This is an optimization exercise on Yosys and OpenROAD, whose aim is small area, a short achievable clock period and few clock cycles, not a production implementation. The RTL was checked by simulation tests, not by an equivalence proof against the original design. Power figures rest on the tool's default switching activity, not on a simulated workload.

--- design.v ---
package hcb_pkg;
    localparam int MAX_LEAVES     = 64;
    localparam int WEIGHT_BITS    = 12;
    localparam int SYMBOL_W       = 8;
    localparam int WEIGHT_FIELD_W = 12;
    localparam int CODE_W         = 63;
    localparam int LEN_W          = 6;
    localparam int LEAF_IDX_W = $clog2(MAX_LEAVES);
    localparam int COUNT_W    = $clog2(MAX_LEAVES + 1);
    localparam int NODE_SLOTS = 2 * MAX_LEAVES;
    localparam int NODE_W     = $clog2(NODE_SLOTS);
    localparam int SUM_W      = WEIGHT_BITS + LEAF_IDX_W;
    localparam logic [SUM_W-1:0] WEIGHT_ABOVE_ALL = '1;
    typedef struct packed {
        logic [SYMBOL_W-1:0]       symbol;
        logic [WEIGHT_FIELD_W-1:0] weight;
        logic                      last_leaf;
    } hcb_leaf_t;
    typedef struct packed {
        logic [SYMBOL_W-1:0] out_symbol;
        logic [CODE_W-1:0]   code_bits;
        logic [LEN_W-1:0]    code_length;
        logic                overflowed;
        logic                last_code;
    } hcb_code_t;
    typedef struct packed {
        logic load;
        logic build_init;
        logic scan_init;
        logic scan_step;
        logic node_write;
        logic link_a;
        logic link_b;
        logic next_node;
        logic emit_init;
        logic walk_start;
        logic walk_read;
        logic walk_update;
        logic emit;
        logic next_leaf;
        logic batch_done;
    } hcb_cmd_t;
    typedef struct packed {
        logic multi_leaf;
        logic node_last;
        logic scan_at_end;
        logic walk_top;
        logic leaf_last;
        logic out_free;
    } hcb_status_t;
endpackage
module hcb_ctrl
(
    input  logic        clk,
    input  logic        rst_n,
    input  logic        leaf_valid,
    input  logic        leaf_last,
    output logic        leaf_ready,
    input  hcb_pkg::hcb_status_t status,
    output hcb_pkg::hcb_cmd_t    cmd
);
    typedef enum logic [3:0] {
        ST_LOAD,
        ST_SETUP,
        ST_SCAN_START,
        ST_SCAN,
        ST_SCAN_DRAIN,
        ST_MERGE_NODE,
        ST_MERGE_A,
        ST_MERGE_B,
        ST_EMIT_INIT,
        ST_WALK_START,
        ST_WALK_CHECK,
        ST_WALK_UPDATE,
        ST_EMIT
    } state_t;
    state_t state_reg;
    state_t state_next;
    always_comb
    begin
        state_next = state_reg;
        cmd        = '0;
        leaf_ready = 1'b0;
        unique case (state_reg)
            ST_LOAD:
            begin
                leaf_ready = 1'b1;
                cmd.load   = leaf_valid;
                if (leaf_valid && leaf_last)
                begin
                    state_next = ST_SETUP;
                end
            end
            ST_SETUP:
            begin
                if (status.multi_leaf)
                begin
                    cmd.build_init = 1'b1;
                    state_next     = ST_SCAN_START;
                end
                else
                begin
                    state_next = ST_EMIT_INIT;
                end
            end
            ST_SCAN_START:
            begin
                cmd.scan_init = 1'b1;
                state_next    = ST_SCAN;
            end
            ST_SCAN:
            begin
                cmd.scan_step = 1'b1;
                if (status.scan_at_end)
                begin
                    state_next = ST_SCAN_DRAIN;
                end
            end
            ST_SCAN_DRAIN:
            begin
                state_next = ST_MERGE_NODE;
            end
            ST_MERGE_NODE:
            begin
                cmd.node_write = 1'b1;
                state_next     = ST_MERGE_A;
            end
            ST_MERGE_A:
            begin
                cmd.link_a = 1'b1;
                state_next = ST_MERGE_B;
            end
            ST_MERGE_B:
            begin
                cmd.link_b = 1'b1;
                if (status.node_last)
                begin
                    state_next = ST_EMIT_INIT;
                end
                else
                begin
                    cmd.next_node = 1'b1;
                    state_next    = ST_SCAN_START;
                end
            end
            ST_EMIT_INIT:
            begin
                cmd.emit_init = 1'b1;
                state_next    = ST_WALK_START;
            end
            ST_WALK_START:
            begin
                cmd.walk_start = 1'b1;
                state_next     = ST_WALK_CHECK;
            end
            ST_WALK_CHECK:
            begin
                if (status.walk_top)
                begin
                    state_next = ST_EMIT;
                end
                else
                begin
                    cmd.walk_read = 1'b1;
                    state_next    = ST_WALK_UPDATE;
                end
            end
            ST_WALK_UPDATE:
            begin
                cmd.walk_update = 1'b1;
                state_next      = ST_WALK_CHECK;
            end
            ST_EMIT:
            begin
                if (status.out_free)
                begin
                    cmd.emit = 1'b1;
                    if (status.leaf_last)
                    begin
                        cmd.batch_done = 1'b1;
                        state_next     = ST_LOAD;
                    end
                    else
                    begin
                        cmd.next_leaf = 1'b1;
                        state_next    = ST_WALK_START;
                    end
                end
            end
            default:
            begin
                state_next = ST_LOAD;
            end
        endcase
    end
    always_ff @(posedge clk or negedge rst_n)
    begin
        if (!rst_n)
        begin
            state_reg <= ST_LOAD;
        end
        else
        begin
            state_reg <= state_next;
        end
    end
endmodule
module hcb_datapath
(
    input  logic        clk,
    input  logic        rst_n,
    input  hcb_pkg::hcb_leaf_t   leaf_data,
    input  logic        code_ready,
    output logic        code_valid,
    output hcb_pkg::hcb_code_t   code_data,
    input  hcb_pkg::hcb_cmd_t    cmd,
    output hcb_pkg::hcb_status_t status
);
    logic [hcb_pkg::SUM_W-1:0]    node_weight [hcb_pkg::NODE_SLOTS];
    logic [hcb_pkg::NODE_W-1:0]   node_parent [hcb_pkg::NODE_SLOTS];
    logic [hcb_pkg::NODE_W-1:0]   node_left   [hcb_pkg::NODE_SLOTS];
    logic [hcb_pkg::SYMBOL_W-1:0] leaf_symbol [hcb_pkg::MAX_LEAVES];
    logic [hcb_pkg::SUM_W-1:0]    weight_q;
    logic [hcb_pkg::NODE_W-1:0]   parent_q;
    logic [hcb_pkg::NODE_W-1:0]   left_q;
    logic [hcb_pkg::SYMBOL_W-1:0] sym_q;
    logic [hcb_pkg::COUNT_W-1:0] leaf_count_reg, leaf_count_next;
    logic               ovf_reg, ovf_next;
    logic [hcb_pkg::NODE_W-1:0]  k_reg, k_next;
    logic [hcb_pkg::NODE_W-1:0]  scan_idx_reg, scan_idx_next;
    logic               scan_vld_reg;
    logic [hcb_pkg::COUNT_W-1:0] leaf_idx_reg, leaf_idx_next;
    logic               code_valid_reg, code_valid_next;
    logic [hcb_pkg::NODE_W-1:0]  scan_pipe_idx_reg;
    logic [hcb_pkg::SUM_W-1:0]   best_w_reg, best_w_next;
    logic [hcb_pkg::NODE_W-1:0]  best_i_reg, best_i_next;
    logic [hcb_pkg::SUM_W-1:0]   second_w_reg, second_w_next;
    logic [hcb_pkg::NODE_W-1:0]  second_i_reg, second_i_next;
    logic [hcb_pkg::NODE_W-1:0]  cur_reg, cur_next;
    logic [hcb_pkg::NODE_W-1:0]  fnode_reg, fnode_next;
    logic [hcb_pkg::CODE_W-1:0]  code_reg, code_next;
    logic [hcb_pkg::LEN_W-1:0]   len_reg, len_next;
    hcb_pkg::hcb_code_t          out_reg;
    hcb_pkg::hcb_code_t          out_next;
    logic                  room;
    logic                  load_wr;
    logic [hcb_pkg::NODE_W-1:0]     load_node;
    logic [hcb_pkg::NODE_W-1:0]     total_nodes;
    logic [hcb_pkg::COUNT_W:0]      twice_count;
    logic [hcb_pkg::SUM_W-1:0]      merged_w;
    logic                  w_we, p_we, l_we;
    logic [hcb_pkg::NODE_W-1:0]     w_addr, p_addr, l_addr;
    logic [hcb_pkg::SUM_W-1:0]      w_data;
    logic [hcb_pkg::NODE_W-1:0]     p_data, l_data;
    logic                  rd_en;
    logic [hcb_pkg::NODE_W-1:0]     rd_addr;
    logic [hcb_pkg::LEAF_IDX_W-1:0] sym_rd_addr;
    assign room        = (leaf_count_reg < hcb_pkg::COUNT_W'(hcb_pkg::MAX_LEAVES));
    assign load_wr     = cmd.load && room;
    assign load_node   = hcb_pkg::NODE_W'(leaf_count_reg) + hcb_pkg::NODE_W'(1);
    assign twice_count = {leaf_count_reg, 1'b0};
    assign total_nodes = hcb_pkg::NODE_W'(twice_count - (hcb_pkg::COUNT_W + 1)'(1));
    assign merged_w    = best_w_reg + second_w_reg;
    always_comb
    begin
        w_we   = load_wr || cmd.node_write;
        w_addr = load_wr ? load_node : k_reg;
        w_data = load_wr ? hcb_pkg::SUM_W'(leaf_data.weight[hcb_pkg::WEIGHT_BITS-1:0]) : merged_w;
        l_we   = load_wr || cmd.node_write;
        l_addr = load_wr ? load_node : k_reg;
        l_data = load_wr ? '0 : best_i_reg;
        p_we   = load_wr || cmd.node_write || cmd.link_a || cmd.link_b;
        p_data = (cmd.link_a || cmd.link_b) ? k_reg : '0;
        priority if (load_wr)
        begin
            p_addr = load_node;
        end
        else if (cmd.node_write)
        begin
            p_addr = k_reg;
        end
        else if (cmd.link_a)
        begin
            p_addr = best_i_reg;
        end
        else
        begin
            p_addr = second_i_reg;
        end
    end
    always_comb
    begin
        rd_en = cmd.scan_step || cmd.walk_start || cmd.walk_read;
        priority if (cmd.scan_step)
        begin
            rd_addr = scan_idx_reg;
        end
        else if (cmd.walk_start)
        begin
            rd_addr = hcb_pkg::NODE_W'(leaf_idx_reg);
        end
        else
        begin
            rd_addr = parent_q;
        end
        sym_rd_addr = hcb_pkg::LEAF_IDX_W'(leaf_idx_reg - hcb_pkg::COUNT_W'(1));
    end
    always_ff @(posedge clk)
    begin
        if (w_we)
        begin
            node_weight[w_addr] <= w_data;
        end
        if (p_we)
        begin
            node_parent[p_addr] <= p_data;
        end
        if (l_we)
        begin
            node_left[l_addr] <= l_data;
        end
        if (load_wr)
        begin
            leaf_symbol[hcb_pkg::LEAF_IDX_W'(leaf_count_reg)] <= leaf_data.symbol;
        end
        if (rd_en)
        begin
            weight_q <= node_weight[rd_addr];
            parent_q <= node_parent[rd_addr];
            left_q   <= node_left[rd_addr];
        end
        if (cmd.walk_start)
        begin
            sym_q <= leaf_symbol[sym_rd_addr];
        end
    end
    always_comb
    begin
        leaf_count_next = leaf_count_reg;
        ovf_next        = ovf_reg;
        if (cmd.batch_done)
        begin
            leaf_count_next = '0;
            ovf_next        = 1'b0;
        end
        else if (cmd.load)
        begin
            if (room)
            begin
                leaf_count_next = leaf_count_reg + hcb_pkg::COUNT_W'(1);
            end
            else
            begin
                ovf_next = 1'b1;
            end
        end
        k_next = k_reg;
        if (cmd.build_init)
        begin
            k_next = load_node;
        end
        else if (cmd.next_node)
        begin
            k_next = k_reg + hcb_pkg::NODE_W'(1);
        end
        scan_idx_next = scan_idx_reg;
        if (cmd.scan_init)
        begin
            scan_idx_next = hcb_pkg::NODE_W'(1);
        end
        else if (cmd.scan_step)
        begin
            scan_idx_next = scan_idx_reg + hcb_pkg::NODE_W'(1);
        end
        best_w_next   = best_w_reg;
        best_i_next   = best_i_reg;
        second_w_next = second_w_reg;
        second_i_next = second_i_reg;
        if (cmd.scan_init)
        begin
            best_w_next   = hcb_pkg::WEIGHT_ABOVE_ALL;
            second_w_next = hcb_pkg::WEIGHT_ABOVE_ALL;
        end
        else if (scan_vld_reg && (parent_q == '0))
        begin
            if (weight_q < best_w_reg)
            begin
                second_w_next = best_w_reg;
                second_i_next = best_i_reg;
                best_w_next   = weight_q;
                best_i_next   = scan_pipe_idx_reg;
            end
            else if (weight_q < second_w_reg)
            begin
                second_w_next = weight_q;
                second_i_next = scan_pipe_idx_reg;
            end
        end
        leaf_idx_next = leaf_idx_reg;
        if (cmd.emit_init)
        begin
            leaf_idx_next = hcb_pkg::COUNT_W'(1);
        end
        else if (cmd.next_leaf)
        begin
            leaf_idx_next = leaf_idx_reg + hcb_pkg::COUNT_W'(1);
        end
        cur_next   = cur_reg;
        fnode_next = fnode_reg;
        code_next  = code_reg;
        len_next   = len_reg;
        if (cmd.walk_start)
        begin
            cur_next  = hcb_pkg::NODE_W'(leaf_idx_reg);
            code_next = '0;
            len_next  = '0;
        end
        else if (cmd.walk_read)
        begin
            fnode_next = parent_q;
        end
        else if (cmd.walk_update)
        begin
            code_next[len_reg] = (cur_reg != left_q);
            len_next           = len_reg + hcb_pkg::LEN_W'(1);
            cur_next           = fnode_reg;
        end
        out_next = out_reg;
        if (cmd.emit)
        begin
            out_next.out_symbol  = sym_q;
            out_next.code_bits   = code_reg;
            out_next.code_length = len_reg;
            out_next.overflowed  = ovf_reg;
            out_next.last_code   = (leaf_idx_reg == leaf_count_reg);
        end
        code_valid_next = code_valid_reg;
        if (cmd.emit)
        begin
            code_valid_next = 1'b1;
        end
        else if (code_ready)
        begin
            code_valid_next = 1'b0;
        end
    end
    always_ff @(posedge clk or negedge rst_n)
    begin
        if (!rst_n)
        begin
            leaf_count_reg <= '0;
            ovf_reg        <= 1'b0;
            k_reg          <= '0;
            scan_idx_reg   <= '0;
            scan_vld_reg   <= 1'b0;
            leaf_idx_reg   <= '0;
            code_valid_reg <= 1'b0;
        end
        else
        begin
            leaf_count_reg <= leaf_count_next;
            ovf_reg        <= ovf_next;
            k_reg          <= k_next;
            scan_idx_reg   <= scan_idx_next;
            scan_vld_reg   <= cmd.scan_step;
            leaf_idx_reg   <= leaf_idx_next;
            code_valid_reg <= code_valid_next;
        end
    end
    always_ff @(posedge clk)
    begin
        scan_pipe_idx_reg <= scan_idx_reg;
        best_w_reg        <= best_w_next;
        best_i_reg        <= best_i_next;
        second_w_reg      <= second_w_next;
        second_i_reg      <= second_i_next;
        cur_reg           <= cur_next;
        fnode_reg         <= fnode_next;
        code_reg          <= code_next;
        len_reg           <= len_next;
        out_reg           <= out_next;
    end
    assign status.multi_leaf  = (leaf_count_reg > hcb_pkg::COUNT_W'(1));
    assign status.node_last   = (k_reg == total_nodes);
    assign status.scan_at_end = (scan_idx_reg == (k_reg - hcb_pkg::NODE_W'(1)));
    assign status.walk_top    = (parent_q == '0) || (len_reg == '1);
    assign status.leaf_last   = (leaf_idx_reg == leaf_count_reg);
    assign status.out_free    = !code_valid_reg || code_ready;
    assign code_valid = code_valid_reg;
    assign code_data  = out_reg;
endmodule
module huffman_code_builder_core
(
    input  logic      clk,
    input  logic      rst_n,
    input  logic      leaf_valid,
    output logic      leaf_ready,
    input  hcb_pkg::hcb_leaf_t leaf_data,
    output logic      code_valid,
    input  logic      code_ready,
    output hcb_pkg::hcb_code_t code_data
);
    hcb_pkg::hcb_cmd_t    cmd;
    hcb_pkg::hcb_status_t status;
    hcb_ctrl u_ctrl (
        .clk        (clk),
        .rst_n      (rst_n),
        .leaf_valid (leaf_valid),
        .leaf_last  (leaf_data.last_leaf),
        .leaf_ready (leaf_ready),
        .status     (status),
        .cmd        (cmd)
    );
    hcb_datapath u_datapath (
        .clk        (clk),
        .rst_n      (rst_n),
        .leaf_data  (leaf_data),
        .code_ready (code_ready),
        .code_valid (code_valid),
        .code_data  (code_data),
        .cmd        (cmd),
        .status     (status)
    );
endmodule
module huffman_code_builder
(
    input  logic                clk,
    input  logic                rst_n,
    input  logic                leaf_valid,
    output logic                leaf_ready,
    input  logic [hcb_pkg::SYMBOL_W-1:0] leaf_symbol,
    input  logic [11:0]         leaf_weight,
    input  logic                leaf_last,
    output logic                code_valid,
    input  logic                code_ready,
    output logic [hcb_pkg::SYMBOL_W-1:0] code_symbol,
    output logic [hcb_pkg::CODE_W-1:0]   code_bits,
    output logic [hcb_pkg::LEN_W-1:0]    code_length,
    output logic                code_overflowed,
    output logic                code_last
);
    hcb_pkg::hcb_leaf_t leaf_data;
    hcb_pkg::hcb_code_t code_data;
    assign leaf_data.symbol    = leaf_symbol;
    assign leaf_data.weight    = leaf_weight;
    assign leaf_data.last_leaf = leaf_last;
    huffman_code_builder_core u_core (
        .clk        (clk),
        .rst_n      (rst_n),
        .leaf_valid (leaf_valid),
        .leaf_ready (leaf_ready),
        .leaf_data  (leaf_data),
        .code_valid (code_valid),
        .code_ready (code_ready),
        .code_data  (code_data)
    );
    assign code_symbol     = code_data.out_symbol;
    assign code_bits       = code_data.code_bits;
    assign code_length     = code_data.code_length;
    assign code_overflowed = code_data.overflowed;
    assign code_last       = code_data.last_code;
endmodule
--- run.sh ---
#!/bin/bash
# synth_recipe.tcl (not shown) runs the flow's synth.tcl, then flattens the netlist and writes it again
# the make line also repeats each setting of config.mk as NAME=value (left out here)
make -C /OpenROAD-flow-scripts/flow DESIGN_CONFIG=/design/flow/config.mk WORK_HOME=/design/flow/orfs CLKGATE_MAP_FILE= SYNTH_SCRIPT=/design/flow/synth_recipe.tcl finish
--- config.mk ---
export PLATFORM = sky130hd
export DESIGN_NAME = huffman_code_builder
export DESIGN_NICKNAME = huffman_code_builder
export VERILOG_FILES = /design/flow/design.v
export SDC_FILE = /design/flow/constraint.sdc
export NUM_CORES = 4
export LEC_CHECK = 0
export CAP_MARGIN = 20
export CORE_MARGIN = 2
export CORE_UTILIZATION = 35
export PLACE_DENSITY = 0.45
export SLEW_MARGIN = 20
--- constraint.sdc ---
create_clock -name core_clock -period 6.5 [get_ports {clk}]
set_input_delay 1.3000 -clock core_clock [delete_from_list [all_inputs] [get_ports {clk}]]
set_output_delay 1.3000 -clock core_clock [all_outputs]
set_load 0.01 [all_outputs]
==> impl_metrics.csv <==
group,metric,value,unit
cts,clock-sinks,4902,
synthesis,syn_avg_cell_area,13.7,um^2
worst_setup_path,cp_max_fo,40,
global_routing,overflow,0,
routing,wirelength,671000,um
worst_setup_path,critPathSlowestCell,"a311oi_1",
cells_and_area,area_delta_synth_final,16.0,%
worst_setup_path,endpoint_kind,"flop",
routing,post_drt_via_cell_ratio,5.52,
placed_design,gp_congestion,0.859,
die,coreArea,0.561,mm^2
synthesis,synth_edf_count,4755,
cts,htree_levels,6,
cells_and_area,largest_reg_flops,2304,
cells_and_area,fin_nets,14767,
cells_and_area,drive_above_1_share,12.0,%
sta,fin_crit_sh,90.7,%
synthesis,netlist_instances,14398,
global_routing,grtUsageMet1,33.9,%
flow_run,cap_violations,0,
die,die_w,754,um
power_and_ir_drop,vdd_ir_drop_max,253,uV
cells_and_area,final_common_cell,"edfxtp_1",
sta,worstMarginPinSlew,1.25,ns
die,fp.dieArea,0.569,mm^2
die,initial_core_util,35.1,%
sta,timing.slew.headroom,16.2,%
synthesis,ys.flop_type,"edfxtp_1",
outcome,status,"finished clean",
cells_and_area,final_cell_mix,"edfxtp_1, nand2_1, nand3_1",
sta,rsz0062_at_grt,"no",
global_routing,grt_pass1_wl,943000,um
placed_design,hpwl,407000,um
routing,drtIter0Drc,14418,
synthesis,syn_nets,14487,
worst_hold_path,hold_class,"input port to asynchronous set/reset pin",
cells_and_area,largestRegisters,"u_core.u_datapath.node_weight x2304, u_core.u_datapath.node_left x896, u_core.u_datapath.node_parent x896",
worst_setup_path,worstPathArrival,6.72,ns
cts,root_buffer,"clkbuf_16",
sta,maxClockFrequency,170,MHz
worst_setup_path,reg2regPathDepth,12,
cells_and_area,largest-register,"u_core.u_datapath.node_weight",
die,fp.dieH,754,um
sta,whs,0.404,ns
global_routing,grtUsageMet3,3.63,%
cts,clockBufferDepth,4,
cells_and_area,final_cells,22592,
sta,hold_violations,0,
global_routing,grt_max_degree,129,
routing,route.detailed.drc,0,
worst_setup_path,required,7.32,ns
placed_design,dp_cells,21600,
cts,cts_resized,0,
routing,wl_per_cell,29.7,um
routing,first_pass_iters,5,
synthesis,async_reset_ff_share,0.714,%
placed_design,io_buffers,105,
sta,finalCriticalPeriod,5.90,ns
synthesis,ys_seq_elements,4902,
global_routing,use_met2,35.2,%
global_routing,antenna_found_initial,64,
synthesis,syn_area,0.197,mm^2
global_routing,track_usage,22.9,%
sta,skew,0.0505,ns
global_routing,grt_pass1_vias,118589,
sta,setup_viol,0,
worst_setup_path,critPathLaunchType,"flop",
power_and_ir_drop,p_leak,73.0,nW
die,core.rowCount,275,
power_and_ir_drop,powerDensity,284,mW/mm^2
cts,hold_buffers,0,
sta,slew_viol_final,0,
cts,post-cts-setup-buffers,0,
cts,cts_buffers,554,
worst_setup_path,cp_cell_sequence,"buf_4 -> nand2b_1 -> o21ai_0 -> nand3_4 -> buf_12 -> buf_4 -> a211oi_1 -> a311oi_1 -> a311oi_1 -> nor4_1 -> or4_1 -> a211o_1",
worst_setup_path,cp_slowest_stage_delay,0.88,ns
die,io_pins,106,
cts,clock_latency,1.08,ns
routing,ant_nets,0,
cells_and_area,regArea,0.146,mm^2
global_routing,top_usage_layer,"met2",
synthesis,ys_types,87,
synthesis,ys_warn_count,2,
cts,cts_tree,"done",
worst_setup_path,worstSetupPathType,"flop to flop",
cts,clk_pin_slew,0.06,ns
synthesis,ys_seq_area_share,74.1,%
cells_and_area,multiInputGateArea,0.0479,mm^2
cells_and_area,n_fill_cell,52130,
routing,dr_total_vias,124814,
-- per-stage QoR --
| stage | TNS (ns) | utilization (%) | setup WS, ns | instance area, um^2 | power [W] |
|---|---|---|---|---|---|
| after CTS | 0 | 40.7 | 0.633 | 228000 | 0.0653 |
| after global routing | 0 | 40.7 | 0.473 | 229000 | 0.0665 |
| final | 0 | 40.8 | 0.602 | 229000 | 0.0648 |
| after detailed placement | 0 | 37.6 | 0.595 | 211000 | 0.0349 |
| after floorplan | -1071.98 | - | -1.60 | 197000 | 0.0348 |
| after global placement | 0 | 37.6 | 0.669 | 211000 | 0.0349 |
-- path summary, 6_finish.rpt --
| check | start | slack (ns) | endpoint |
|---|---|---|---|
| worst max-delay path | u_core.u_ctrl.state_reg[0] | 0.60 | u_core.u_datapath.weight_q[15] |
| min in group core_clock | u_core.u_datapath.sym_q[2] | 0.42 | u_core.u_datapath.out_reg[73] |
| worst max register to register | u_core.u_ctrl.state_reg[0] | 0.60 | u_core.u_datapath.weight_q[15] |
| worst min-delay path | rst_n | 0.40 | u_core.u_datapath.leaf_idx_reg[2] |
| max in group asynchronous | rst_n | 5.37 | u_core.u_datapath.leaf_idx_reg[0] |
| worst min register to register | u_core.u_datapath.sym_q[2] | 0.42 | u_core.u_datapath.out_reg[73] |
-- metal layers --
layer,routed length [um],vias up
met3,48600,745
li1,-,55003
met1,304000,64540
met4,16700,6
met2,302000,4520
met5,46,-
-- cells in the mapped netlist, drive strengths merged (12+ instances only) --
cell type,instances,area (um^2)
edfxtp,4755,143000
nand2,3405,12800
nand3,1508,7550
buf,554,2680
nor2,542,2050
clkbuf,474,1780
and3,434,2720
a311oi,389,3410
o21ai,324,1630
a211oi,320,2400
a31oi,219,1370
mux4,168,3780
a21oi,133,669
mux2i,115,1150
dfxtp,112,2240
a2111oi,94,823
a32oi,67,587
nand4,66,413
ha,63,788
inv,61,229
a22oi,54,405
nor3,45,230
o211ai,42,315
xnor2,37,324
a21o,36,270
xor2,36,315
dfrtp,35,876
nor4,35,234
a31o,26,228
nand2b,22,138
nor2b,20,125
o22ai,19,119
or3,16,100
and2,15,93.8
a41oi,12,105
nand3b,12,90.1
-- logic make-up after synthesis --
logic type | after synthesis | synth area share [%]
xor+xnor | 73 | 0.324
simple gates | 6142 | 13.6
fa+ha+maj | 64 | 0.410
flops | 4902 | 74.1
buf+inv | 1090 | 2.38
mux | 291 | 2.55
compound gates | 1836 | 6.72
-- critical path: cells and delay by family, from the launching register on --
| family | cells | cell delay (ns) |
|---|---|---|
| AO/OA/AOI/OAI | 5 | 1.95 |
| buffers and inverters | 3 | 1.18 |
| flip-flops | 1 | 0.53 |
| AND/OR/NAND/NOR | 4 | 1.92 |
-- layout make-up --
cell class / instances / area share [%]
antenna: 18 / 0.0197
clock buffer: 709 / 6.49
clock inverter: 264 / 1.12
inverter: 62 / 0.102
multi-input combinational: 8406 / 20.9
sequential: 4902 / 63.8
tap: 7479 / 4.09
timing repair buffer: 752 / 3.39
-- report_power, final --
part | total [W] | switching (W) | internal (W)
registers | 0.0342 | 0.0000000000000000000898 | 0.0342
logic | 0.0000823 | 0.0000691 | 0.0000132
clock network | 0.0305 | 0.0131 | 0.0175
Testbench counts, summed over its fixed seeds: cycles 237,053.

port drivers added, routing unchanged:
No port has a modelled driver above. Below, the same layout with a new extraction and two added sets of constraints. Step 1, drivers: a clkbuf_16 drives clk and a buf_2 each remaining input, both assumed. Step 2 moves the port delays by t, midway between the first and last clock arrival at a register: inputs arrive t later, outputs are due t later. That takes back most of the time a late clock gives input paths. Three values: no drivers, after step 1, after step 2; two values: the first two.
t, ns: 1.179
setup slack, ns: 0.602 / 0.602 / 0.602
hold slack, ns: 0.404 / 0.400 / 0.421
worst setup path at the end: register to register
worst register clock-pin slew, ns: 0.07 / 0.07
After both steps setup and hold are still met in this run. For this run, drivers alone change the setup slack by 0.000 ns; drivers and shift together by 0.000 ns.
